Background: an optimization exercise with open tools, aiming at a short achievable clock period and few clock cycles per item. Do not read the settings as production practice.
In this exercise RTL edits were held to simulation tests only and were not proved equivalent to the original.
No driver is modelled on the clock port, so clocking that relies on it looks cheaper here than on a real chip.
Power is estimated from default activity; no workload was simulated.

`design.v`:
```
`default_nettype none
package swt16_pkg;
   localparam int word_width    = 16;
   localparam int reg_idx_width = 4;
   localparam int num_regs      = 16;
   localparam int opcode_width  = 4;
   localparam int imm_width     = 8;
   localparam int shamt_width   = 4;
   typedef logic [word_width-1:0]    word_t;
   typedef logic [word_width-1:0]    instr_t;
   typedef logic [reg_idx_width-1:0] reg_idx_t;
   typedef logic [imm_width-1:0]     imm_t;
   typedef enum logic [opcode_width-1:0] {
      op_nop = 4'd0,
      op_ldi = 4'd1,
      op_add = 4'd2,
      op_sub = 4'd3,
      op_and = 4'd4,
      op_or  = 4'd5,
      op_xor = 4'd6,
      op_sll = 4'd7,
      op_srl = 4'd8,
      op_sra = 4'd9
   } opcode_t;
   typedef enum logic [3:0] {
      alu_pass_imm,
      alu_add,
      alu_sub,
      alu_and,
      alu_or,
      alu_xor,
      alu_sll,
      alu_srl,
      alu_sra
   } alu_op_t;
endpackage
`default_nettype wire
`timescale 1ns/1ps
`default_nettype none
module swt16_top (
   input  wire        clock,
   input  wire        rst,
   input  wire        instr_valid,
   input  wire [15:0] instr,
   output wire        instr_ready,
   output wire        wb_valid,
   input  wire        wb_ready,
   output wire [3:0]  wb_reg_idx,
   output wire [15:0] wb_data
);
   localparam int QD = 6;    
   logic        rdy_q;
   logic        f_v;
   logic [15:0] f_ins;
   logic [15:0] f_s1oh, f_s2oh;    
   logic        acc_any;    
   logic        f_nop;      
   logic        acc_res;
   assign acc_any = instr_valid && rdy_q;
   assign acc_res = instr_valid && rdy_q &&
                    (instr[15:12] != 4'd0) && (instr[15:12] <= 4'd9);
   always_ff @(posedge clock) begin
      f_ins <= instr;
      for (int j = 0; j < 16; j++) begin
         f_s1oh[j] <= (instr[7:4] == 4'(j));
         f_s2oh[j] <= (instr[3:0] == 4'(j));
      end
      if (rst) f_v <= 1'b0;
      else     f_v <= acc_res;
      if (rst) f_nop <= 1'b0;
      else     f_nop <= acc_any && !acc_res;
   end
   wire [3:0] f_op  = f_ins[15:12];
   wire [3:0] f_rd  = f_ins[11:8];
   wire [3:0] f_rs1 = f_ins[7:4];
   wire [3:0] f_rs2 = f_ins[3:0];
   wire       f_ldi = (f_op == 4'd1);
   wire       f_shift = (f_op == 4'd7) || (f_op == 4'd8) || (f_op == 4'd9);
   wire       f_enp   = (f_op == 4'd1) || (f_op == 4'd2) || (f_op == 4'd3)
                     || (f_op == 4'd5) || (f_op == 4'd6);
   logic        d_v;
   logic [3:0]  d_rd;
   logic        d_ldi, d_add, d_sub, d_and, d_or, d_xor, d_sll, d_sr, d_sra;
   logic [15:0] d_ax, d_bx;      
   logic        d_a_r, d_a_f, d_b_rp, d_b_rn, d_b_f;    
   logic [15:0] f_rf1, f_rf2;
   logic        d_none, d_only_a, d_only_b, d_both;    
   logic        d_bsa, d_bsb;                          
   logic        d_mpx, d_shift, d_enp;
   logic        e_v;
   logic [3:0]  e_rd;
   logic        e_add, e_eng, e_sra;
   logic [15:0] e_p, e_g;      
   logic [15:0] e_sa;          
   logic [3:0]  e_ll;          
   logic [3:0]  e_rl;          
   logic [1:0]  e_hb;          
   logic        r_v;
   logic [3:0]  r_rd;
   logic [15:0] r_q;
   logic [15:0] r_qd, r_qn;      
   wire f_ea = !f_ldi && d_v && (d_rd == f_rs1);
   wire f_eb = !f_ldi && d_v && (d_rd == f_rs2);
   always_ff @(posedge clock) begin
      if (rst) d_v <= 1'b0;
      else     d_v <= f_v;
      d_rd   <= f_rd;
      d_ldi  <= f_ldi;
      d_add  <= (f_op == 4'd2) || (f_op == 4'd3);
      d_sub  <= (f_op == 4'd3);
      d_and  <= (f_op == 4'd4);
      d_or   <= (f_op == 4'd5) || f_ldi;
      d_xor  <= (f_op == 4'd6);
      d_sll  <= (f_op == 4'd7);
      d_sr   <= (f_op == 4'd8) || (f_op == 4'd9);
      d_sra  <= (f_op == 4'd9);
      d_ax   <= f_ldi ? {8'h00, f_ins[7:0]} : f_rf1;
      d_bx   <= f_ldi ? 16'h0000 : ((f_op == 4'd3) ? ~f_rf2 : f_rf2);
      d_a_r  <= !f_ldi && f_by1;
      d_a_f  <= f_ldi || !f_by1;
      d_b_rp <= !f_ldi && f_by2 && (f_op != 4'd3);
      d_b_rn <= !f_ldi && f_by2 && (f_op == 4'd3);
      d_b_f  <= f_ldi || !f_by2;
      d_none   <= !f_shift && !f_ea && !f_eb;
      d_only_a <= !f_shift &&  f_ea && !f_eb;
      d_only_b <= !f_shift && !f_ea &&  f_eb;
      d_both   <= !f_shift &&  f_ea &&  f_eb;
      d_bsa    <=  f_shift &&  f_ea;
      d_bsb    <=  f_shift &&  f_eb;
      d_mpx    <= !f_shift && (f_ea != f_eb) && f_enp;
      d_shift  <=  f_shift;
      d_enp    <=  f_enp;
   end
   logic [15:0] regs [16];
   logic [15:0] r_we;    
   always_ff @(posedge clock) begin
      for (int j = 0; j < 16; j++) begin
         if (rst)          regs[j] <= '0;
         else if (r_we[j]) regs[j] <= r_q;
      end
   end
   logic f_fw1, f_fw2;
   always_comb begin
      f_rf1 = '0;
      f_rf2 = '0;
      f_fw1 = 1'b0;
      f_fw2 = 1'b0;
      for (int j = 0; j < 16; j++) begin
         f_rf1 = f_rf1 | (regs[j] & {16{f_s1oh[j]}});
         f_rf2 = f_rf2 | (regs[j] & {16{f_s2oh[j]}});
         f_fw1 = f_fw1 | (r_we[j] & f_s1oh[j]);
         f_fw2 = f_fw2 | (r_we[j] & f_s2oh[j]);
      end
      if (f_fw1) f_rf1 = r_q;
      if (f_fw2) f_rf2 = r_q;
   end
   wire f_by1 = e_v && (e_rd == f_rs1);
   wire f_by2 = e_v && (e_rd == f_rs2);
   wire [15:0] a_dec = (r_qd & {16{d_a_r}}) | (d_ax & {16{d_a_f}});
   wire [15:0] b_dec = (r_qd & {16{d_b_rp}}) | (r_qn & {16{d_b_rn}}) | (d_bx & {16{d_b_f}});
   wire [15:0] b_val = b_dec;    
   wire [15:0] g = e_g;
   wire [15:0] p = e_p;
   logic [15:0] gk [5];
   logic [15:0] pk [5];
   always_comb begin
      gk[0] = g;
      pk[0] = p;
      for (int l = 0; l < 4; l++) begin
         for (int i = 0; i < 16; i++) begin
            if (i >= (1 << l)) begin
               gk[l+1][i] = gk[l][i] | (pk[l][i] & gk[l][i - (1 << l)]);
               pk[l+1][i] = pk[l][i] & pk[l][i - (1 << l)];
            end else begin
               gk[l+1][i] = gk[l][i];
               pk[l+1][i] = pk[l][i];
            end
         end
      end
   end
   wire [15:0] carry = {gk[4][14:0], 1'b0};
   wire       fill  = e_sra & e_sa[15];
   wire [3:0] hb_oh = 4'b0001 << e_hb;
   logic [15:0] tl, tr, shl, shr;
   always_comb begin
      for (int i = 0; i < 16; i++) begin
         tl[i] = 1'b0;
         tr[i] = 1'b0;
         for (int k = 0; k < 4; k++) begin
            if (i - k >= 0) tl[i] = tl[i] | (e_sa[i - k] & e_ll[k]);
            tr[i] = tr[i] | (((i + k <= 15) ? e_sa[i + k] : fill) & e_rl[k]);
         end
      end
      for (int i = 0; i < 16; i++) begin
         shl[i] = 1'b0;
         shr[i] = 1'b0;
         for (int m = 0; m < 4; m++) begin
            if (i - 4 * m >= 0) shl[i] = shl[i] | (tl[i - 4 * m] & hb_oh[m]);
            shr[i] = shr[i] | (((i + 4 * m <= 15) ? tr[i + 4 * m] : fill) & hb_oh[m]);
         end
      end
   end
   wire bsa = d_bsa;
   wire bsb = d_bsb;
   wire [15:0] x_r = e_p;
   wire [15:0] x_bn = x_r ^ {16{d_sub}};      
   wire only_a = d_only_a;
   wire only_b = d_only_b;
   wire both   = d_both;
   wire none   = d_none;
   wire s      = d_sub;
   logic [15:0] ep, eg, mg;
   always_comb begin
      ep = ({16{none}}   & (a_dec ^ b_dec))
         | ({16{only_a}} & (x_r ^ b_dec))
         | ({16{only_b}} & (a_dec ^ x_bn))
         | ({16{both}}   & {16{s}});
      eg = ({16{none}}   & (a_dec & b_dec))
         | ({16{only_a}} & (x_r & b_dec))
         | ({16{only_b}} & (a_dec & x_bn))
         | ({16{both}}   & x_r & {16{!s}});
      mg = ({16{only_a}} & b_dec) | ({16{only_b}} & a_dec)
         | ({16{both}} & {16{!s}});
      ep[0] = (none   & (a_dec[0] ^ b_dec[0] ^ s))
            | (only_a & (x_r[0] ^ b_dec[0] ^ s))
            | (only_b & (a_dec[0] ^ x_r[0]));
      eg[0] = (none   & (s ? (a_dec[0] | b_dec[0]) : (a_dec[0] & b_dec[0])))
            | (only_a & (s ? (x_r[0] | b_dec[0]) : (x_r[0] & b_dec[0])))
            | (only_b & (s ? (a_dec[0] | !x_r[0]) : (a_dec[0] & x_r[0])))
            | (both   & (s | x_r[0]));
      mg[0] = (only_a & (s ? !b_dec[0] : b_dec[0]))
            | (only_b & (s ? !a_dec[0] : a_dec[0]))
            | (both   & !s);
   end
   wire [15:0] mpx = {16{d_mpx}};
   wire [15:0] x_sa = bsa ? x_r : (a_dec & {16{d_shift}});
   wire [15:0] y_r  = (carry & {16{e_add}}) | (g & {16{e_eng}})
                    | shl | shr;
   wire [15:0] y_sa = (carry & {16{e_add & bsa}}) | (g & {16{e_eng & bsa}})
                    | (shl & {16{bsa}}) | (shr & {16{bsa}});
   wire [3:0]  amt_next = bsb ? (x_r[3:0] ^ y_r[3:0]) : b_val[3:0];
   always_ff @(posedge clock) begin
      if (rst) e_v <= 1'b0;
      else     e_v <= d_v;
      e_rd   <= d_rd;
      e_add  <= d_add;
      e_eng  <= d_and || d_or;
      e_sra  <= d_sra;
      e_p    <= (ep & {16{d_enp}}) ^ (y_r & mpx);
      e_g    <= eg ^ (y_r & mg);
      e_sa   <= x_sa ^ y_sa;
      for (int k = 0; k < 4; k++) begin
         e_ll[k] <= d_sll && (amt_next[1:0] == 2'(k));
         e_rl[k] <= d_sr && (amt_next[1:0] == 2'(k));
      end
      e_hb   <= amt_next[3:2];
   end
   always_ff @(posedge clock) begin
      if (rst) r_v <= 1'b0;
      else     r_v <= e_v;
      for (int j = 0; j < 16; j++) begin
         if (rst) r_we[j] <= 1'b0;
         else     r_we[j] <= e_v && (e_rd == 4'(j));
      end
      r_rd <= e_rd;
      r_q  <= x_r ^ y_r;
      r_qd <= (x_r ^ y_r) & {16{f_by1 || f_by2}};
      r_qn <= ~(x_r ^ y_r) & {16{f_by1 || f_by2}};
   end
   logic [19:0]   q_mem [QD];
   logic [QD-1:0] q_wp, q_rp;     
   logic [QD-1:0] q_th;           
   logic [QD-1:0] ow_th;          
   logic          o_v;
   logic [19:0]   o_q;
   logic [19:0] q_head;
   always_comb begin
      q_head = '0;
      for (int i = 0; i < QD; i++) q_head = q_head | (q_mem[i] & {20{q_rp[i]}});
   end
   wire [19:0] head_data = q_th[0] ? q_head : {r_rd, r_q};
   wire        head_av   = q_th[0] || r_v;
   wire        o_load    = !o_v || wb_ready;
   wire        mv        = o_load && head_av;
   wire [QD-1:0] ow_up = {ow_th[QD-2:0], 1'b1};
   wire [QD-1:0] ow_dn = {1'b0, ow_th[QD-1:1]};
   wire [QD-1:0] ow_d2 = {2'b00, ow_th[QD-1:2]};
   wire [QD-1:0] ow_u  = f_nop ? ow_th : ow_up;    
   wire [QD-1:0] ow_s  = f_nop ? ow_dn : ow_th;    
   wire [QD-1:0] ow_d  = f_nop ? ow_d2 : ow_dn;    
   wire [QD-1:0] ow_next = acc_any ? (mv ? ow_s : ow_u) : (mv ? ow_d : ow_s);
   wire [QD-1:0] q_up  = {q_th[QD-2:0], 1'b1};
   wire [QD-1:0] q_dn  = {1'b0, q_th[QD-1:1]};
   wire [QD-1:0] q_mv1 = r_v ? q_th : q_dn;
   wire [QD-1:0] q_mv0 = r_v ? q_up : q_th;
   wire rdy_next = !ow_next[QD-1];
   always_ff @(posedge clock) begin
      for (int i = 0; i < QD; i++) begin
         if (r_v && q_wp[i]) q_mem[i] <= {r_rd, r_q};
      end
      if (rst) begin
         q_wp  <= QD'(1);
         q_rp  <= QD'(1);
         q_th  <= '0;
         ow_th <= '0;
         o_v   <= 1'b0;
         o_q   <= '0;
         rdy_q <= 1'b1;
      end else begin
         if (o_load) o_q <= head_data;
         if (r_v) q_wp <= {q_wp[QD-2:0], q_wp[QD-1]};
         if (mv)  q_rp <= {q_rp[QD-2:0], q_rp[QD-1]};
         q_th  <= mv ? q_mv1 : q_mv0;
         ow_th <= ow_next;
         if (o_load) o_v <= head_av;
         rdy_q <= rdy_next;
      end
   end
   assign instr_ready = rdy_q;
   assign wb_valid    = o_v;
   assign wb_reg_idx  = o_q[19:16];
   assign wb_data     = o_q[15:0];
endmodule
`default_nettype wire
```
`flow/run.sh`:
```
#!/bin/bash
# Standard ORFS layout (the standard.sh, all steps) with three settings
# added to config.mk:
#  - slow cells (4-input and/or stacks, mux4, mux2, a2111/o2111, and the
#    two-stage non-inverting and-or/or-and gates) are added to the don't-use
#    list, so synthesis and repair build the logic from faster gates. Only
#    combinational cells are listed: the registers are mapped exactly as in
#    the standard synthesis.
#  - the port buffers are inserted as buf_4 instead of the default delay-type
#    buffer, which footprint-matched resizing can not replace later.
#  - cts_pre.tcl (PRE_CTS_TCL) keeps TritonCTS's leaf buffers but replaces
#    its upper tree by four clkbuf_16 fed straight from the clock port, so
#    every register is two buffers from the port (a shorter, balanced tree).
# Each ORFS step logs to orfs/logs/...; standard.sh's own output goes to
# standard.log.
set -euo pipefail
here=$(cd "$(dirname "$0")" && pwd)
echo "export DONT_USE_CELLS = $(cat "$here/dont_use.txt")" >> config.mk
echo "export BUFFER_PORTS_ARGS = -buffer_cell sky130_fd_sc_hd__buf_4" >> config.mk
echo "export PRE_CTS_TCL = $here/cts_pre.tcl" >> config.mk
bash standard.sh > standard.log 2>&1
```
`flow/cts_pre.tcl`:
```
# Clock tree with a shallow top: after TritonCTS has clustered the registers
# under leaf buffers, its upper tree (root buffer and branch buffers) is
# replaced by NROOT clkbuf_16 buffers driven straight from the clock port,
# each driving the leaf buffers of one region of the die. Every register
# still sees the same number of buffers (two) between the port and its pin.
rename clock_tree_synthesis my_orig_clock_tree_synthesis
proc clock_tree_synthesis { args } {
  my_orig_clock_tree_synthesis {*}$args
  shallow_clock_top
}

proc shallow_out_net { inst } {
  foreach it [$inst getITerms] {
    if { [[$it getMTerm] getIoType] eq "OUTPUT" } {
      set n [$it getNet]
      if { $n ne "NULL" } { return $n }
    }
  }
  return ""
}

proc shallow_clock_top { } {
  set nroot 4
  if { [info exists ::env(SHALLOW_CLOCK_ROOTS)] } { set nroot $::env(SHALLOW_CLOCK_ROOTS) }
  set blk [ord::get_db_block]
  set port_net [[$blk findBTerm clock] getNet]
  # Walk the tree from the port: buffers whose output feeds only buffers are
  # upper-tree buffers, the others are leaves
  set upper {}
  set leaves {}
  set todo {}
  foreach it [$port_net getITerms] { lappend todo [$it getInst] }
  while { [llength $todo] > 0 } {
    set b [lindex $todo 0]
    set todo [lrange $todo 1 end]
    set out [shallow_out_net $b]
    if { $out eq "" } { continue }
    set kids {}
    set only_bufs 1
    foreach it [$out getITerms] {
      if { [[$it getMTerm] getIoType] eq "INPUT" } {
        set inst [$it getInst]
        if { $inst eq $b } { continue }
        set mname [[$inst getMaster] getName]
        if { [string match "sky130_fd_sc_hd__clkbuf_*" $mname] && [shallow_out_net $inst] ne "" } {
          lappend kids $inst
        } elseif { [[$inst getMaster] isSequential] || [shallow_out_net $inst] ne "" } {
          # a register (or any other driving cell) is a real sink
          set only_bufs 0
        }
      }
    }
    if { $only_bufs && [llength $kids] > 0 } {
      lappend upper $b
      set todo [concat $todo $kids]
    } else {
      lappend leaves $b
    }
  }
  puts "shallow_clock_top: [llength $upper] upper buffers, [llength $leaves] leaf buffers"
  if { [llength $upper] == 0 } { return }
  # Remove the upper tree
  foreach b $upper {
    set out [shallow_out_net $b]
    set dummies {}
    foreach it [$out getITerms] {
      set inst [$it getInst]
      if { $inst ne $b && [shallow_out_net $inst] eq "" && ![[$inst getMaster] isSequential] } {
        lappend dummies $inst
      }
      $it disconnect
    }
    # dummy loads of the removed nets go with them
    foreach d $dummies { odb::dbInst_destroy $d }
    [$b findITerm A] disconnect
    odb::dbInst_destroy $b
    if { [$out getName] ne [$port_net getName] } { odb::dbNet_destroy $out }
  }
  # Split the leaves into regions: sort by x into two halves, each half by y
  set pts {}
  foreach l $leaves {
    set bb [$l getBBox]
    lappend pts [list $l [expr {([$bb xMin] + [$bb xMax]) / 2}] [expr {([$bb yMin] + [$bb yMax]) / 2}]]
  }
  set groups {}
  if { $nroot == 4 } {
    set sx [lsort -integer -index 1 $pts]
    set h [expr {[llength $sx] / 2}]
    foreach half [list [lrange $sx 0 [expr {$h - 1}]] [lrange $sx $h end]] {
      set sy [lsort -integer -index 2 $half]
      set q [expr {[llength $sy] / 2}]
      lappend groups [lrange $sy 0 [expr {$q - 1}]] [lrange $sy $q end]
    }
  } else {
    set sx [lsort -integer -index 1 $pts]
    set n [llength $sx]
    for {set k 0} {$k < $nroot} {incr k} {
      lappend groups [lrange $sx [expr {$k * $n / $nroot}] [expr {($k + 1) * $n / $nroot - 1}]]
    }
  }
  set master [[ord::get_db] findMaster sky130_fd_sc_hd__clkbuf_16]
  set k 0
  foreach grp $groups {
    if { [llength $grp] == 0 } { continue }
    set cx 0; set cy 0
    foreach p $grp { incr cx [lindex $p 1]; incr cy [lindex $p 2] }
    set cx [expr {$cx / [llength $grp]}]
    set cy [expr {$cy / [llength $grp]}]
    set inst [odb::dbInst_create $blk $master "clkroot_$k"]
    set net [odb::dbNet_create $blk "clkroot_net_$k"]
    $net setSigType CLOCK
    $inst setLocation $cx $cy
    $inst setPlacementStatus PLACED
    [$inst findITerm A] connect $port_net
    [$inst findITerm X] connect $net
    foreach p $grp { [[lindex $p 0] findITerm A] connect $net }
    puts "shallow_clock_top: clkroot_$k drives [llength $grp] leaf buffers"
    incr k
  }
}
```
`flow/dont_use.txt`:
```
sky130_fd_sc_hd__a2111oi_0 sky130_fd_sc_hd__a2111oi_1 sky130_fd_sc_hd__a2111oi_2 sky130_fd_sc_hd__a2111oi_4 sky130_fd_sc_hd__a2111o_1 sky130_fd_sc_hd__a2111o_2 sky130_fd_sc_hd__a2111o_4 sky130_fd_sc_hd__o2111ai_1 sky130_fd_sc_hd__o2111ai_2 sky130_fd_sc_hd__o2111ai_4 sky130_fd_sc_hd__o2111a_1 sky130_fd_sc_hd__o2111a_2 sky130_fd_sc_hd__o2111a_4 sky130_fd_sc_hd__mux4_1 sky130_fd_sc_hd__mux4_2 sky130_fd_sc_hd__mux4_4 sky130_fd_sc_hd__or4_1 sky130_fd_sc_hd__or4_2 sky130_fd_sc_hd__or4_4 sky130_fd_sc_hd__or4b_1 sky130_fd_sc_hd__or4b_2 sky130_fd_sc_hd__or4b_4 sky130_fd_sc_hd__or4bb_1 sky130_fd_sc_hd__or4bb_2 sky130_fd_sc_hd__or4bb_4 sky130_fd_sc_hd__nor4_1 sky130_fd_sc_hd__nor4_2 sky130_fd_sc_hd__nor4_4 sky130_fd_sc_hd__nor4b_1 sky130_fd_sc_hd__nor4b_2 sky130_fd_sc_hd__nor4b_4 sky130_fd_sc_hd__nor4bb_1 sky130_fd_sc_hd__nor4bb_2 sky130_fd_sc_hd__nor4bb_4 sky130_fd_sc_hd__or3_1 sky130_fd_sc_hd__or3_2 sky130_fd_sc_hd__or3_4 sky130_fd_sc_hd__or3b_1 sky130_fd_sc_hd__or3b_2 sky130_fd_sc_hd__or3b_4 sky130_fd_sc_hd__a222oi_1 sky130_fd_sc_hd__and4_0 sky130_fd_sc_hd__and4_1 sky130_fd_sc_hd__and4_2 sky130_fd_sc_hd__and4_4 sky130_fd_sc_hd__and4b_0 sky130_fd_sc_hd__and4b_1 sky130_fd_sc_hd__and4b_2 sky130_fd_sc_hd__and4b_4 sky130_fd_sc_hd__and4bb_0 sky130_fd_sc_hd__and4bb_1 sky130_fd_sc_hd__and4bb_2 sky130_fd_sc_hd__and4bb_4 sky130_fd_sc_hd__nand4_0 sky130_fd_sc_hd__nand4_1 sky130_fd_sc_hd__nand4_2 sky130_fd_sc_hd__nand4_4 sky130_fd_sc_hd__nand4b_0 sky130_fd_sc_hd__nand4b_1 sky130_fd_sc_hd__nand4b_2 sky130_fd_sc_hd__nand4b_4 sky130_fd_sc_hd__nand4bb_0 sky130_fd_sc_hd__nand4bb_1 sky130_fd_sc_hd__nand4bb_2 sky130_fd_sc_hd__nand4bb_4 sky130_fd_sc_hd__a311oi_0 sky130_fd_sc_hd__a311oi_1 sky130_fd_sc_hd__a311oi_2 sky130_fd_sc_hd__a311oi_4 sky130_fd_sc_hd__a311o_0 sky130_fd_sc_hd__a311o_1 sky130_fd_sc_hd__a311o_2 sky130_fd_sc_hd__a311o_4 sky130_fd_sc_hd__o311ai_0 sky130_fd_sc_hd__o311ai_1 sky130_fd_sc_hd__o311ai_2 sky130_fd_sc_hd__o311ai_4 sky130_fd_sc_hd__o311a_0 sky130_fd_sc_hd__o311a_1 sky130_fd_sc_hd__o311a_2 sky130_fd_sc_hd__o311a_4 sky130_fd_sc_hd__a41oi_0 sky130_fd_sc_hd__a41oi_1 sky130_fd_sc_hd__a41oi_2 sky130_fd_sc_hd__a41oi_4 sky130_fd_sc_hd__a41o_0 sky130_fd_sc_hd__a41o_1 sky130_fd_sc_hd__a41o_2 sky130_fd_sc_hd__a41o_4 sky130_fd_sc_hd__o41ai_0 sky130_fd_sc_hd__o41ai_1 sky130_fd_sc_hd__o41ai_2 sky130_fd_sc_hd__o41ai_4 sky130_fd_sc_hd__o41a_0 sky130_fd_sc_hd__o41a_1 sky130_fd_sc_hd__o41a_2 sky130_fd_sc_hd__o41a_4 sky130_fd_sc_hd__a2bb2oi_0 sky130_fd_sc_hd__a2bb2oi_1 sky130_fd_sc_hd__a2bb2oi_2 sky130_fd_sc_hd__a2bb2oi_4 sky130_fd_sc_hd__o2bb2ai_0 sky130_fd_sc_hd__o2bb2ai_1 sky130_fd_sc_hd__o2bb2ai_2 sky130_fd_sc_hd__o2bb2ai_4 sky130_fd_sc_hd__a221oi_0 sky130_fd_sc_hd__a221oi_1 sky130_fd_sc_hd__a221oi_2 sky130_fd_sc_hd__a221oi_4 sky130_fd_sc_hd__o221ai_0 sky130_fd_sc_hd__o221ai_1 sky130_fd_sc_hd__o221ai_2 sky130_fd_sc_hd__o221ai_4 sky130_fd_sc_hd__a32oi_0 sky130_fd_sc_hd__a32oi_1 sky130_fd_sc_hd__a32oi_2 sky130_fd_sc_hd__a32oi_4 sky130_fd_sc_hd__o32ai_0 sky130_fd_sc_hd__o32ai_1 sky130_fd_sc_hd__o32ai_2 sky130_fd_sc_hd__o32ai_4 sky130_fd_sc_hd__and3b_0 sky130_fd_sc_hd__and3b_1 sky130_fd_sc_hd__and3b_2 sky130_fd_sc_hd__and3b_4 sky130_fd_sc_hd__nor3b_0 sky130_fd_sc_hd__nor3b_1 sky130_fd_sc_hd__nor3b_2 sky130_fd_sc_hd__nor3b_4 sky130_fd_sc_hd__or2b_0 sky130_fd_sc_hd__or2b_1 sky130_fd_sc_hd__or2b_2 sky130_fd_sc_hd__or2b_4  sky130_fd_sc_hd__mux2_1 sky130_fd_sc_hd__mux2_2 sky130_fd_sc_hd__mux2_4 sky130_fd_sc_hd__mux2_8 sky130_fd_sc_hd__mux2i_1 sky130_fd_sc_hd__mux2i_2 sky130_fd_sc_hd__mux2i_4 sky130_fd_sc_hd__mux2i_8  sky130_fd_sc_hd__a221o_1 sky130_fd_sc_hd__a221o_2 sky130_fd_sc_hd__a221o_4 sky130_fd_sc_hd__a211o_1 sky130_fd_sc_hd__a211o_2 sky130_fd_sc_hd__a211o_4 sky130_fd_sc_hd__a21o_1 sky130_fd_sc_hd__a21o_2 sky130_fd_sc_hd__a21o_4 sky130_fd_sc_hd__a22o_1 sky130_fd_sc_hd__a22o_2 sky130_fd_sc_hd__a22o_4 sky130_fd_sc_hd__o221a_1 sky130_fd_sc_hd__o221a_2 sky130_fd_sc_hd__o221a_4 sky130_fd_sc_hd__o211a_1 sky130_fd_sc_hd__o211a_2 sky130_fd_sc_hd__o211a_4 sky130_fd_sc_hd__o21a_1 sky130_fd_sc_hd__o21a_2 sky130_fd_sc_hd__o21a_4 sky130_fd_sc_hd__o22a_1 sky130_fd_sc_hd__o22a_2 sky130_fd_sc_hd__o22a_4 sky130_fd_sc_hd__a2bb2o_1 sky130_fd_sc_hd__a2bb2o_2 sky130_fd_sc_hd__a2bb2o_4 sky130_fd_sc_hd__o2bb2a_1 sky130_fd_sc_hd__o2bb2a_2 sky130_fd_sc_hd__o2bb2a_4 sky130_fd_sc_hd__a21bo_1 sky130_fd_sc_hd__a21bo_2 sky130_fd_sc_hd__a21bo_4 sky130_fd_sc_hd__o21ba_1 sky130_fd_sc_hd__o21ba_2 sky130_fd_sc_hd__o21ba_4 sky130_fd_sc_hd__a32o_1 sky130_fd_sc_hd__a32o_2 sky130_fd_sc_hd__a32o_4 sky130_fd_sc_hd__o32a_1 sky130_fd_sc_hd__o32a_2 sky130_fd_sc_hd__o32a_4 sky130_fd_sc_hd__a31o_1 sky130_fd_sc_hd__a31o_2 sky130_fd_sc_hd__a31o_4 sky130_fd_sc_hd__o31a_1 sky130_fd_sc_hd__o31a_2 sky130_fd_sc_hd__o31a_4 sky130_fd_sc_hd__a311o_1 sky130_fd_sc_hd__a311o_2 sky130_fd_sc_hd__a311o_4 sky130_fd_sc_hd__o311a_1 sky130_fd_sc_hd__o311a_2 sky130_fd_sc_hd__o311a_4 
```
`standard.sh`:
```
#!/bin/bash
# synth_recipe.tcl (not shown) runs the flow's synth.tcl, then flattens the netlist and writes it again
# the make line also repeats each setting of config.mk as NAME=value (left out here)
make -C /OpenROAD-flow-scripts/flow DESIGN_CONFIG=/design/flow/config.mk WORK_HOME=/design/flow/orfs CLKGATE_MAP_FILE= SYNTH_SCRIPT=/design/flow/synth_recipe.tcl "${@:-finish}"
```
`config.mk`:
```
export PLATFORM = sky130hd
export DESIGN_NAME = swt16_top
export DESIGN_NICKNAME = swt16_top
export VERILOG_FILES = /design/flow/design.v
export SDC_FILE = /design/flow/constraint.sdc
export NUM_CORES = 4
export LEC_CHECK = 0
export CAP_MARGIN = 20
export CORE_MARGIN = 2
export CORE_UTILIZATION = 40
export SETUP_SLACK_MARGIN = 3.6
export SLEW_MARGIN = 20
export DONT_USE_CELLS = sky130_fd_sc_hd__a2111oi_0 sky130_fd_sc_hd__a2111oi_1 sky130_fd_sc_hd__a2111oi_2 sky130_fd_sc_hd__a2111oi_4 sky130_fd_sc_hd__a2111o_1 sky130_fd_sc_hd__a2111o_2 sky130_fd_sc_hd__a2111o_4 sky130_fd_sc_hd__o2111ai_1 sky130_fd_sc_hd__o2111ai_2 sky130_fd_sc_hd__o2111ai_4 sky130_fd_sc_hd__o2111a_1 sky130_fd_sc_hd__o2111a_2 sky130_fd_sc_hd__o2111a_4 sky130_fd_sc_hd__mux4_1 sky130_fd_sc_hd__mux4_2 sky130_fd_sc_hd__mux4_4 sky130_fd_sc_hd__or4_1 sky130_fd_sc_hd__or4_2 sky130_fd_sc_hd__or4_4 sky130_fd_sc_hd__or4b_1 sky130_fd_sc_hd__or4b_2 sky130_fd_sc_hd__or4b_4 sky130_fd_sc_hd__or4bb_1 sky130_fd_sc_hd__or4bb_2 sky130_fd_sc_hd__or4bb_4 sky130_fd_sc_hd__nor4_1 sky130_fd_sc_hd__nor4_2 sky130_fd_sc_hd__nor4_4 sky130_fd_sc_hd__nor4b_1 sky130_fd_sc_hd__nor4b_2 sky130_fd_sc_hd__nor4b_4 sky130_fd_sc_hd__nor4bb_1 sky130_fd_sc_hd__nor4bb_2 sky130_fd_sc_hd__nor4bb_4 sky130_fd_sc_hd__or3_1 sky130_fd_sc_hd__or3_2 sky130_fd_sc_hd__or3_4 sky130_fd_sc_hd__or3b_1 sky130_fd_sc_hd__or3b_2 sky130_fd_sc_hd__or3b_4 sky130_fd_sc_hd__a222oi_1 sky130_fd_sc_hd__and4_0 sky130_fd_sc_hd__and4_1 sky130_fd_sc_hd__and4_2 sky130_fd_sc_hd__and4_4 sky130_fd_sc_hd__and4b_0 sky130_fd_sc_hd__and4b_1 sky130_fd_sc_hd__and4b_2 sky130_fd_sc_hd__and4b_4 sky130_fd_sc_hd__and4bb_0 sky130_fd_sc_hd__and4bb_1 sky130_fd_sc_hd__and4bb_2 sky130_fd_sc_hd__and4bb_4 sky130_fd_sc_hd__nand4_0 sky130_fd_sc_hd__nand4_1 sky130_fd_sc_hd__nand4_2 sky130_fd_sc_hd__nand4_4 sky130_fd_sc_hd__nand4b_0 sky130_fd_sc_hd__nand4b_1 sky130_fd_sc_hd__nand4b_2 sky130_fd_sc_hd__nand4b_4 sky130_fd_sc_hd__nand4bb_0 sky130_fd_sc_hd__nand4bb_1 sky130_fd_sc_hd__nand4bb_2 sky130_fd_sc_hd__nand4bb_4 sky130_fd_sc_hd__a311oi_0 sky130_fd_sc_hd__a311oi_1 sky130_fd_sc_hd__a311oi_2 sky130_fd_sc_hd__a311oi_4 sky130_fd_sc_hd__a311o_0 sky130_fd_sc_hd__a311o_1 sky130_fd_sc_hd__a311o_2 sky130_fd_sc_hd__a311o_4 sky130_fd_sc_hd__o311ai_0 sky130_fd_sc_hd__o311ai_1 sky130_fd_sc_hd__o311ai_2 sky130_fd_sc_hd__o311ai_4 sky130_fd_sc_hd__o311a_0 sky130_fd_sc_hd__o311a_1 sky130_fd_sc_hd__o311a_2 sky130_fd_sc_hd__o311a_4 sky130_fd_sc_hd__a41oi_0 sky130_fd_sc_hd__a41oi_1 sky130_fd_sc_hd__a41oi_2 sky130_fd_sc_hd__a41oi_4 sky130_fd_sc_hd__a41o_0 sky130_fd_sc_hd__a41o_1 sky130_fd_sc_hd__a41o_2 sky130_fd_sc_hd__a41o_4 sky130_fd_sc_hd__o41ai_0 sky130_fd_sc_hd__o41ai_1 sky130_fd_sc_hd__o41ai_2 sky130_fd_sc_hd__o41ai_4 sky130_fd_sc_hd__o41a_0 sky130_fd_sc_hd__o41a_1 sky130_fd_sc_hd__o41a_2 sky130_fd_sc_hd__o41a_4 sky130_fd_sc_hd__a2bb2oi_0 sky130_fd_sc_hd__a2bb2oi_1 sky130_fd_sc_hd__a2bb2oi_2 sky130_fd_sc_hd__a2bb2oi_4 sky130_fd_sc_hd__o2bb2ai_0 sky130_fd_sc_hd__o2bb2ai_1 sky130_fd_sc_hd__o2bb2ai_2 sky130_fd_sc_hd__o2bb2ai_4 sky130_fd_sc_hd__a221oi_0 sky130_fd_sc_hd__a221oi_1 sky130_fd_sc_hd__a221oi_2 sky130_fd_sc_hd__a221oi_4 sky130_fd_sc_hd__o221ai_0 sky130_fd_sc_hd__o221ai_1 sky130_fd_sc_hd__o221ai_2 sky130_fd_sc_hd__o221ai_4 sky130_fd_sc_hd__a32oi_0 sky130_fd_sc_hd__a32oi_1 sky130_fd_sc_hd__a32oi_2 sky130_fd_sc_hd__a32oi_4 sky130_fd_sc_hd__o32ai_0 sky130_fd_sc_hd__o32ai_1 sky130_fd_sc_hd__o32ai_2 sky130_fd_sc_hd__o32ai_4 sky130_fd_sc_hd__and3b_0 sky130_fd_sc_hd__and3b_1 sky130_fd_sc_hd__and3b_2 sky130_fd_sc_hd__and3b_4 sky130_fd_sc_hd__nor3b_0 sky130_fd_sc_hd__nor3b_1 sky130_fd_sc_hd__nor3b_2 sky130_fd_sc_hd__nor3b_4 sky130_fd_sc_hd__or2b_0 sky130_fd_sc_hd__or2b_1 sky130_fd_sc_hd__or2b_2 sky130_fd_sc_hd__or2b_4  sky130_fd_sc_hd__mux2_1 sky130_fd_sc_hd__mux2_2 sky130_fd_sc_hd__mux2_4 sky130_fd_sc_hd__mux2_8 sky130_fd_sc_hd__mux2i_1 sky130_fd_sc_hd__mux2i_2 sky130_fd_sc_hd__mux2i_4 sky130_fd_sc_hd__mux2i_8  sky130_fd_sc_hd__a221o_1 sky130_fd_sc_hd__a221o_2 sky130_fd_sc_hd__a221o_4 sky130_fd_sc_hd__a211o_1 sky130_fd_sc_hd__a211o_2 sky130_fd_sc_hd__a211o_4 sky130_fd_sc_hd__a21o_1 sky130_fd_sc_hd__a21o_2 sky130_fd_sc_hd__a21o_4 sky130_fd_sc_hd__a22o_1 sky130_fd_sc_hd__a22o_2 sky130_fd_sc_hd__a22o_4 sky130_fd_sc_hd__o221a_1 sky130_fd_sc_hd__o221a_2 sky130_fd_sc_hd__o221a_4 sky130_fd_sc_hd__o211a_1 sky130_fd_sc_hd__o211a_2 sky130_fd_sc_hd__o211a_4 sky130_fd_sc_hd__o21a_1 sky130_fd_sc_hd__o21a_2 sky130_fd_sc_hd__o21a_4 sky130_fd_sc_hd__o22a_1 sky130_fd_sc_hd__o22a_2 sky130_fd_sc_hd__o22a_4 sky130_fd_sc_hd__a2bb2o_1 sky130_fd_sc_hd__a2bb2o_2 sky130_fd_sc_hd__a2bb2o_4 sky130_fd_sc_hd__o2bb2a_1 sky130_fd_sc_hd__o2bb2a_2 sky130_fd_sc_hd__o2bb2a_4 sky130_fd_sc_hd__a21bo_1 sky130_fd_sc_hd__a21bo_2 sky130_fd_sc_hd__a21bo_4 sky130_fd_sc_hd__o21ba_1 sky130_fd_sc_hd__o21ba_2 sky130_fd_sc_hd__o21ba_4 sky130_fd_sc_hd__a32o_1 sky130_fd_sc_hd__a32o_2 sky130_fd_sc_hd__a32o_4 sky130_fd_sc_hd__o32a_1 sky130_fd_sc_hd__o32a_2 sky130_fd_sc_hd__o32a_4 sky130_fd_sc_hd__a31o_1 sky130_fd_sc_hd__a31o_2 sky130_fd_sc_hd__a31o_4 sky130_fd_sc_hd__o31a_1 sky130_fd_sc_hd__o31a_2 sky130_fd_sc_hd__o31a_4 sky130_fd_sc_hd__a311o_1 sky130_fd_sc_hd__a311o_2 sky130_fd_sc_hd__a311o_4 sky130_fd_sc_hd__o311a_1 sky130_fd_sc_hd__o311a_2 sky130_fd_sc_hd__o311a_4 
export BUFFER_PORTS_ARGS = -buffer_cell sky130_fd_sc_hd__buf_4
export PRE_CTS_TCL = /design/flow/flow/cts_pre.tcl
```
`constraint.sdc`:
```
create_clock -name core_clock -period 4.6 [get_ports {clock}]
set_input_delay 0.9200 -clock core_clock [delete_from_list [all_inputs] [get_ports {clock}]]
set_output_delay 0.9200 -clock core_clock [all_outputs]
set_load 0.01 [all_outputs]
```
==> flow_summary.toml, run 1 <==
[power]
ir_worst_vdd_mv = 0.319
power.leakage_nw = 16.6
powerDensity_nw_per_um2 = 272

[hold_path]
hp-class = "flip-flop to flip-flop"
hold_path.startpoint = "f_ins[9]"

[timing]
slew_viol_final = 0
fmaxAchievable_mhz = 516
finalSetupViolations = 0
setup-tns-final_ns = 0
worst_slew_pin_slew_ns = 1.01
holdWs_ns = 0.330
fin_skew_ns = 0.0407
period_minus_slack_ns = 1.94
post-route-period-util = 0.422
maxSlewHeadroom = 0.327
finalHoldViolCount = 0
rsz0062_at_grt = "yes"

[die]
start_util = 0.404
die_y_um = 284
io_pins = 42
fp.dieW_um = 284
row_count = 102
die_area_um2 = 80500
coreArea_um2 = 77500

[detailed_routing]
met2_length_mm = 63.0
routedWlPerCell_um = 27.8
wl_met3_mm = 16.4
drc = 0
wl_met1_mm = 52.7
drtIter0Drc = 4548
vias_per_cell = 6.26
highest_layer = "met5"
ant_nets = 0
wl_mm = 143
num_vias = 32307
first_pass_iters = 8

[worst_setup_path]
path_delay_family = "compound AO/OA/AOI/OAI gates"
critPathBufInv = 3
crit_top_cell = "buf_4"
crit_path_start_kind = "flip-flop"
crit_required_ns = 4.96
cp-end-kind = "flip-flop"
arrival_ns = 2.30
crit_path_max_fanout = 7
slowest_delay_ns = 0.39
crit_chain = "buf_4 -> buf_6 -> o21ai_4 -> a21oi_4 -> o211ai_1 -> nand3_2 -> xnor2_2 -> buf_4 -> and2_4"
path_class = "flip-flop to flip-flop"
startpoint = "e_rl[0]"
slowest_stage = "dfxtp_4"
timing.rr.start = "e_rl[0]"

[clocking]
clock-sinks = 665
insertion_delay_ns = 0.48
cts_made_buffers = 73
path_clk_slew_ns = 0.06
holdBufCountCts = 0
cts_tree = "done"

[logic_synthesis]
synth_area_leader_cell = "dfxtp_1"
syn-num-nets = 3824
synth.top_cells.by_area = "dfxtp_1 35%, edfxtp_1 12%, a22oi_1 10%, nand2_1 8.5%, a21oi_1 6.3%"
synth_top_area_frac = 0.349
synth_cells = 3755
ys_seq_area_frac = 0.464
yosys_warnings = 5
synthArstFlopShare = 0
synthesis.area_um2 = 31300
ys_ff_latch = 665
yosysUniqueCellTypes = 51
avgSynthCellArea_um2 = 8.33
synth_edf_count = 120
synthFlopType = "dfxtp_1"

[finish]
largest-register = "regs"
area_growth_pct = 45.6
final_area_um2 = 45500
layout.cells.non_filler = 5157
nNetsFinal = 4134
top_regs = "regs (256), q_mem (120), o_q (20)"
drive_gt1_frac = 0.398
largest_reg_flops = 256

[flow_run]
maxCapViolCount = 0

[placement]
placed_cell_area_um2 = 33100
gp_congestion = 0.950
dp_hpwl_mm = 73.1
dp.cells = 4585
io_buffers = 41

[grt]
grt_pass1_vias = 29991
grt_antenna_before_repair = 9
grt_max_degree = 62
grt_usage = 0.328
gr-total-overflow = 0
grt_pass1_wl_mm = 200

[outcome]
status = "finished clean"
## where the power goes
group / internal, mW / switching (mW) / total [mW]
combinational: 0.410 / 0.525 / 0.935
clock: 3.06 / 2.37 / 5.43
sequential: 5.93 / 0.111 / 6.05
## placed cells by master (no fill, tap or decap), types with 25 or more instances in the layout
cell type	count
nand2_1	631
dfxtp_1	410
a22oi_1	337
nand2b_1	246
a21oi_2	245
buf_4	228
nor2_1	165
buf_6	148
a21oi_1	129
edfxtp_1	120
a22oi_2	98
dfxtp_4	97
clkbuf_16	77
buf_12	68
nand3_1	65
nand2_2	53
buf_16	48
nor2_2	38
nand2b_4	38
dfxtp_2	38
and3_1	37
and2_4	36
xor2_1	32
xnor2_1	30
nor2_4	29
o21ai_2	28
o211ai_1	28
ha_1	28
inv_1	27
nand3b_1	26
a21oi_4	25
## cell usage after synthesis (21+ instances only)
| master | n |
|---|---|
| o31ai_1 | 21 |
| a211oi_1 | 55 |
| buf_2 | 45 |
| clkbuf_1 | 248 |
| nand3b_1 | 26 |
| nor3_1 | 61 |
| nand2b_1 | 283 |
| inv_1 | 38 |
| nor2_1 | 232 |
| xor2_1 | 33 |
| o211ai_1 | 28 |
| o21ai_0 | 69 |
| nand3_1 | 99 |
| a22oi_1 | 431 |
| edfxtp_1 | 120 |
| ha_1 | 49 |
| dfxtp_1 | 545 |
| and2_1 | 28 |
| and3_1 | 60 |
| xnor2_1 | 40 |
| a21oi_1 | 396 |
| nand2_1 | 710 |
## final cells by class, clock buffers not listed
| type | count | area (µm²) |
|---|---|---|
| clock inverter | 22 | 205 |
| timing repair inverter | 1 | 7.51 |
| inverter | 42 | 193 |
| buffer | 4 | 100 |
| multi-input combinational | 2754 | 20100 |
| sequential | 665 | 14900 |
| tap | 1040 | 1300 |
| fill | 6343 | 31900 |
| antenna | 3 | 7.51 |
| timing repair buffer | 533 | 6880 |
## layer usage
layer  vias up  global-route usage
met5         -                   0
met4         8               0.195
met3       736              0.0875
met2      2239               0.512
met1     15498               0.407
li1      13826                   -
## logic make-up after synthesis
logic type,after synthesis,share of synthesized area
buf+inv,362,0.0470
fa+ha+maj,49,0.0196
simple gates,1530,0.226
compound gates,1073,0.221
flops,665,0.464
xor+xnor,76,0.0220
## worst paths after layout
kind	to	slack [ns]	cells after the start
setup / recovery	r_qn[3]	2.66	9
hold / removal	d_rd[1]	0.33	0
setup reg to reg	r_qn[3]	2.66	9
hold reg to reg	d_rd[1]	0.33	0
## stage by stage
step | util | power [mW] | setup WS (ns)
3_3_place_gp | 0.428 | 6.68 | 1.72
3_5_place_dp | 0.428 | 6.68 | 1.68
4_1_cts | 0.552 | 12.3 | 2.74
5_1_grt | 0.588 | 12.7 | 2.59
2_1_floorplan | - | 6.48 | 2.74
6_report | 0.588 | 12.4 | 2.66
## timing repair
action	4_1_cts	5_1_grt
buffers inserted	270	90
gates resized for setup	973	407
pin swaps	228	247
setup endpoints to repair	630	610
gates cloned	79	11
Testbench counts, summed over its fixed seeds: cycles 40,040, items 40,000.
==> run 2, diff against run 1 <==
--- a/config.mk
+++ b/config.mk
@@ -8,7 +8,7 @@
 export CAP_MARGIN = 20
 export CORE_MARGIN = 2
 export CORE_UTILIZATION = 40
-export SETUP_SLACK_MARGIN = 3.6
+export SETUP_SLACK_MARGIN = 3.0
 export SLEW_MARGIN = 20
 export DONT_USE_CELLS = sky130_fd_sc_hd__a2111oi_0 sky130_fd_sc_hd__a2111oi_1 sky130_fd_sc_hd__a2111oi_2 sky130_fd_sc_hd__a2111oi_4 sky130_fd_sc_hd__a2111o_1 sky130_fd_sc_hd__a2111o_2 sky130_fd_sc_hd__a2111o_4 sky130_fd_sc_hd__o2111ai_1 sky130_fd_sc_hd__o2111ai_2 sky130_fd_sc_hd__o2111ai_4 sky130_fd_sc_hd__o2111a_1 sky130_fd_sc_hd__o2111a_2 sky130_fd_sc_hd__o2111a_4 sky130_fd_sc_hd__mux4_1 sky130_fd_sc_hd__mux4_2 sky130_fd_sc_hd__mux4_4 sky130_fd_sc_hd__or4_1 sky130_fd_sc_hd__or4_2 sky130_fd_sc_hd__or4_4 sky130_fd_sc_hd__or4b_1 sky130_fd_sc_hd__or4b_2 sky130_fd_sc_hd__or4b_4 sky130_fd_sc_hd__or4bb_1 sky130_fd_sc_hd__or4bb_2 sky130_fd_sc_hd__or4bb_4 sky130_fd_sc_hd__nor4_1 sky130_fd_sc_hd__nor4_2 sky130_fd_sc_hd__nor4_4 sky130_fd_sc_hd__nor4b_1 sky130_fd_sc_hd__nor4b_2 sky130_fd_sc_hd__nor4b_4 sky130_fd_sc_hd__nor4bb_1 sky130_fd_sc_hd__nor4bb_2 sky130_fd_sc_hd__nor4bb_4 sky130_fd_sc_hd__or3_1 sky130_fd_sc_hd__or3_2 sky130_fd_sc_hd__or3_4 sky130_fd_sc_hd__or3b_1 sky130_fd_sc_hd__or3b_2 sky130_fd_sc_hd__or3b_4 sky130_fd_sc_hd__a222oi_1 sky130_fd_sc_hd__and4_0 sky130_fd_sc_hd__and4_1 sky130_fd_sc_hd__and4_2 sky130_fd_sc_hd__and4_4 sky130_fd_sc_hd__and4b_0 sky130_fd_sc_hd__and4b_1 sky130_fd_sc_hd__and4b_2 sky130_fd_sc_hd__and4b_4 sky130_fd_sc_hd__and4bb_0 sky130_fd_sc_hd__and4bb_1 sky130_fd_sc_hd__and4bb_2 sky130_fd_sc_hd__and4bb_4 sky130_fd_sc_hd__nand4_0 sky130_fd_sc_hd__nand4_1 sky130_fd_sc_hd__nand4_2 sky130_fd_sc_hd__nand4_4 sky130_fd_sc_hd__nand4b_0 sky130_fd_sc_hd__nand4b_1 sky130_fd_sc_hd__nand4b_2 sky130_fd_sc_hd__nand4b_4 sky130_fd_sc_hd__nand4bb_0 sky130_fd_sc_hd__nand4bb_1 sky130_fd_sc_hd__nand4bb_2 sky130_fd_sc_hd__nand4bb_4 sky130_fd_sc_hd__a311oi_0 sky130_fd_sc_hd__a311oi_1 sky130_fd_sc_hd__a311oi_2 sky130_fd_sc_hd__a311oi_4 sky130_fd_sc_hd__a311o_0 sky130_fd_sc_hd__a311o_1 sky130_fd_sc_hd__a311o_2 sky130_fd_sc_hd__a311o_4 sky130_fd_sc_hd__o311ai_0 sky130_fd_sc_hd__o311ai_1 sky130_fd_sc_hd__o311ai_2 sky130_fd_sc_hd__o311ai_4 sky130_fd_sc_hd__o311a_0 sky130_fd_sc_hd__o311a_1 sky130_fd_sc_hd__o311a_2 sky130_fd_sc_hd__o311a_4 sky130_fd_sc_hd__a41oi_0 sky130_fd_sc_hd__a41oi_1 sky130_fd_sc_hd__a41oi_2 sky130_fd_sc_hd__a41oi_4 sky130_fd_sc_hd__a41o_0 sky130_fd_sc_hd__a41o_1 sky130_fd_sc_hd__a41o_2 sky130_fd_sc_hd__a41o_4 sky130_fd_sc_hd__o41ai_0 sky130_fd_sc_hd__o41ai_1 sky130_fd_sc_hd__o41ai_2 sky130_fd_sc_hd__o41ai_4 sky130_fd_sc_hd__o41a_0 sky130_fd_sc_hd__o41a_1 sky130_fd_sc_hd__o41a_2 sky130_fd_sc_hd__o41a_4 sky130_fd_sc_hd__a2bb2oi_0 sky130_fd_sc_hd__a2bb2oi_1 sky130_fd_sc_hd__a2bb2oi_2 sky130_fd_sc_hd__a2bb2oi_4 sky130_fd_sc_hd__o2bb2ai_0 sky130_fd_sc_hd__o2bb2ai_1 sky130_fd_sc_hd__o2bb2ai_2 sky130_fd_sc_hd__o2bb2ai_4 sky130_fd_sc_hd__a221oi_0 sky130_fd_sc_hd__a221oi_1 sky130_fd_sc_hd__a221oi_2 sky130_fd_sc_hd__a221oi_4 sky130_fd_sc_hd__o221ai_0 sky130_fd_sc_hd__o221ai_1 sky130_fd_sc_hd__o221ai_2 sky130_fd_sc_hd__o221ai_4 sky130_fd_sc_hd__a32oi_0 sky130_fd_sc_hd__a32oi_1 sky130_fd_sc_hd__a32oi_2 sky130_fd_sc_hd__a32oi_4 sky130_fd_sc_hd__o32ai_0 sky130_fd_sc_hd__o32ai_1 sky130_fd_sc_hd__o32ai_2 sky130_fd_sc_hd__o32ai_4 sky130_fd_sc_hd__and3b_0 sky130_fd_sc_hd__and3b_1 sky130_fd_sc_hd__and3b_2 sky130_fd_sc_hd__and3b_4 sky130_fd_sc_hd__nor3b_0 sky130_fd_sc_hd__nor3b_1 sky130_fd_sc_hd__nor3b_2 sky130_fd_sc_hd__nor3b_4 sky130_fd_sc_hd__or2b_0 sky130_fd_sc_hd__or2b_1 sky130_fd_sc_hd__or2b_2 sky130_fd_sc_hd__or2b_4  sky130_fd_sc_hd__mux2_1 sky130_fd_sc_hd__mux2_2 sky130_fd_sc_hd__mux2_4 sky130_fd_sc_hd__mux2_8 sky130_fd_sc_hd__mux2i_1 sky130_fd_sc_hd__mux2i_2 sky130_fd_sc_hd__mux2i_4 sky130_fd_sc_hd__mux2i_8  sky130_fd_sc_hd__a221o_1 sky130_fd_sc_hd__a221o_2 sky130_fd_sc_hd__a221o_4 sky130_fd_sc_hd__a211o_1 sky130_fd_sc_hd__a211o_2 sky130_fd_sc_hd__a211o_4 sky130_fd_sc_hd__a21o_1 sky130_fd_sc_hd__a21o_2 sky130_fd_sc_hd__a21o_4 sky130_fd_sc_hd__a22o_1 sky130_fd_sc_hd__a22o_2 sky130_fd_sc_hd__a22o_4 sky130_fd_sc_hd__o221a_1 sky130_fd_sc_hd__o221a_2 sky130_fd_sc_hd__o221a_4 sky130_fd_sc_hd__o211a_1 sky130_fd_sc_hd__o211a_2 sky130_fd_sc_hd__o211a_4 sky130_fd_sc_hd__o21a_1 sky130_fd_sc_hd__o21a_2 sky130_fd_sc_hd__o21a_4 sky130_fd_sc_hd__o22a_1 sky130_fd_sc_hd__o22a_2 sky130_fd_sc_hd__o22a_4 sky130_fd_sc_hd__a2bb2o_1 sky130_fd_sc_hd__a2bb2o_2 sky130_fd_sc_hd__a2bb2o_4 sky130_fd_sc_hd__o2bb2a_1 sky130_fd_sc_hd__o2bb2a_2 sky130_fd_sc_hd__o2bb2a_4 sky130_fd_sc_hd__a21bo_1 sky130_fd_sc_hd__a21bo_2 sky130_fd_sc_hd__a21bo_4 sky130_fd_sc_hd__o21ba_1 sky130_fd_sc_hd__o21ba_2 sky130_fd_sc_hd__o21ba_4 sky130_fd_sc_hd__a32o_1 sky130_fd_sc_hd__a32o_2 sky130_fd_sc_hd__a32o_4 sky130_fd_sc_hd__o32a_1 sky130_fd_sc_hd__o32a_2 sky130_fd_sc_hd__o32a_4 sky130_fd_sc_hd__a31o_1 sky130_fd_sc_hd__a31o_2 sky130_fd_sc_hd__a31o_4 sky130_fd_sc_hd__o31a_1 sky130_fd_sc_hd__o31a_2 sky130_fd_sc_hd__o31a_4 sky130_fd_sc_hd__a311o_1 sky130_fd_sc_hd__a311o_2 sky130_fd_sc_hd__a311o_4 sky130_fd_sc_hd__o311a_1 sky130_fd_sc_hd__o311a_2 sky130_fd_sc_hd__o311a_4 
 export BUFFER_PORTS_ARGS = -buffer_cell sky130_fd_sc_hd__buf_4
==> flow_summary.toml, run 2 <==
[finish]
area_growth_pct = 30.0
largest_reg_flops = 256
top_regs = "regs (256), q_mem (120), o_q (20)"
drive_gt1_frac = 0.269
final_util = 0.525
final_common_cell = "nand2_1"
largest-register = "regs"
nNetsFinal = 3982
nFillCells = 6909
layout_common_cells = "673 x nand2_1, 432 x dfxtp_1, 364 x a21oi_1, 357 x a22oi_1, 277 x nand2b_1"

[detailed_routing]
ant_nets = 0
drc = 0
drtIter0Drc = 4499
num_vias = 30523
wl_mm = 126
vias_per_cell = 6.09
routedWlPerCell_um = 25.2
first_pass_iters = 7

[timing]
fin_skew_ns = 0.0514
maxSlewHeadroom = 0.322
period_minus_slack_ns = 2.01
post-route-period-util = 0.436
slew_viol_final = 0
worst_slew_pin_slew_ns = 1.01
finalSetupViolations = 0
finalHoldViolCount = 0
rsz0062_at_grt = "yes"
setup-tns-final_ns = 0
holdWs_ns = 0.326
fmaxAchievable_mhz = 498
layout_setup_ws_ns = 2.59

[placement]
gp_congestion = 0.982
dp_hpwl_mm = 72.8
place_ws_ns = 1.88
io_buffers = 41

[logic_synthesis]
synth_cells = 3755
synth_top_area_frac = 0.349
synthFlopType = "dfxtp_1"
yosys_warnings = 5
synth.top_cells.by_area = "dfxtp_1 35%, edfxtp_1 12%, a22oi_1 10%, nand2_1 8.5%, a21oi_1 6.3%"
syn-num-nets = 3824
synthesis.area_um2 = 31300
yosysUniqueCellTypes = 51
ys_seq_area_frac = 0.464
avgSynthCellArea_um2 = 8.33
synth_edf_count = 120
synth.most_common_cell = "nand2_1"
synth_area_leader_cell = "dfxtp_1"
synthArstFlopShare = 0
synth_common_cells = "710 x nand2_1, 545 x dfxtp_1, 431 x a22oi_1"
ys_ff_latch = 665

[clocking]
path_clk_slew_ns = 0.06
holdBufCountCts = 0
clock-sinks = 665
cts_tree = "done"
cts_made_buffers = 73
insertion_delay_ns = 0.50

[grt]
grt_pass1_vias = 28223
gr-total-overflow = 0
grt_usage = 0.294
grt_pass1_wl_mm = 182
grt_max_degree = 84
grt_antenna_before_repair = 2

[worst_setup_path]
cp-end-kind = "flip-flop"
arrival_ns = 2.39
crit_path_max_fanout = 14
critPathBufInv = 1
path_class = "flip-flop to flip-flop"
crit_required_ns = 4.99
slowest_delay_ns = 0.42
path_delay_family = "compound AO/OA/AOI/OAI gates"
slowest_stage = "dfxtp_4"
crit_chain = "a22oi_1 -> nand2_1 -> o21ai_2 -> nand3_2 -> xnor2_2 -> buf_4 -> and2_1"
crit_path_start_kind = "flip-flop"

[die]
coreArea_um2 = 77500
fp.dieW_um = 284
start_util = 0.404
die_area_um2 = 80500
die_y_um = 284
io_pins = 42
row_count = 102

[power]
power.leakage_nw = 15.0
p_total_mw = 12.5
powerDensity_nw_per_um2 = 306
ir_worst_vdd_mv = 0.277

[outcome]
status = "finished clean"

[hold_path]
hp-class = "flip-flop to flip-flop"

[flow_run]
maxCapViolCount = 0
-- run 2: cell counts after synthesis --
No cell type changed its count.
-- run 2: per-layer routing --
layer	GRT usage	up-vias	share of wire	wire length (µm)
met5	0	-	0.000095	12
met2	0.453	2076	0.44	55100
met1	0.383	14391	0.39	49000
met3	0.0645	580	0.11	13800
li1	-	13474	-	-
met4	0.162	2	0.064	8100
-- run 2: through the flow --
| stage | std cells | cell area [µm²] |
|---|---|---|
| after floorplan | 3755 | 31800 |
| after global placement | 4602 | 32500 |
| after detailed placement | 4602 | 32500 |
| after CTS | 4945 | 39100 |
| after global routing | 5005 | 40700 |
| final | 5008 | 40700 |
-- run 2: path summary, 6_finish.rpt --
| kind | startpoint | end | slack [ns] | depth (start not counted) |
|---|---|---|---|---|
| max | e_ll[2] | r_qn[3] | 2.59 | 7 |
| min | f_ins[10] | d_rd[2] | 0.33 | 0 |
| max reg2reg | e_ll[2] | r_qn[3] | 2.59 | 7 |
| min reg2reg | f_ins[10] | d_rd[2] | 0.33 | 0 |
-- run 2: final cells by class, clock buffers not listed --
cell class / instances / area, µm² / share of cell area
diodes: 3 / 7.51 / 0.000185
plain buffers: 4 / 100 / 0.00246
clock inverters: 25 / 373 / 0.00917
inverters: 42 / 180 / 0.00443
multi-input cells: 2738 / 17800 / 0.439
flip-flops and latches: 665 / 14800 / 0.364
well taps: 1040 / 1300 / 0.0320
repair buffers: 397 / 4210 / 0.104
repair inverters: 1 / 7.51 / 0.000185
-- run 2: repair_timing --
action	CTS	global route
setup buffers	201	56
resized for setup	614	236
cloned	20	4
pin swaps	208	166
endpoints found under the setup margin	429	194
-- run 2: cells by family after synthesis --
family,count (synthesis),share of synthesized area
and+or+nand+nor,1530,0.226
DFF,665,0.464
adders and majority gates,49,0.0196
xor gates and xnor gates,76,0.0220
buffers and inverters,362,0.0470
AOI/OAI and AO/OA,1073,0.221
-- run 2: power breakdown --
| group | internal, mW | total [mW] | switching (mW) |
|---|---|---|---|
| clock | 3.41 | 5.78 | 2.37 |
| sequential | 5.95 | 6.03 | 0.0768 |
| combinational | 0.234 | 0.652 | 0.418 |
| total | 9.59 | 12.5 | 2.86 |

==> separate check: timing with driven ports <==
In the flow no input, the clock included, has a driving cell. The finished layouts below were timed again as built, in two steps.
Step 1, drivers: a clkbuf_16 drives clock and a buf_2 each remaining input, both assumed.
Step 2 times the ports against the registers' clock, not the clock port: input delays grow and output delays shrink by t, the midpoint of the rising clock arrivals with the driver on.
Slacks: ideal / step 1 / step 2; pairs: ideal / step 1.
run	t, ns	setup slack, ns	slew at the worst register clock pin (ns)	worst slew at a driven data input, ns
run 1	0.599	2.661 / 2.597 / 2.429	0.07 / 0.07	0.36
run 2	0.606	2.593 / 2.579 / 2.453	0.07 / 0.07	0.14
After both steps every run listed still meets setup and hold. For run 1, which loses most, drivers alone change the setup slack by -0.064 ns; drivers and shift together by -0.232 ns.
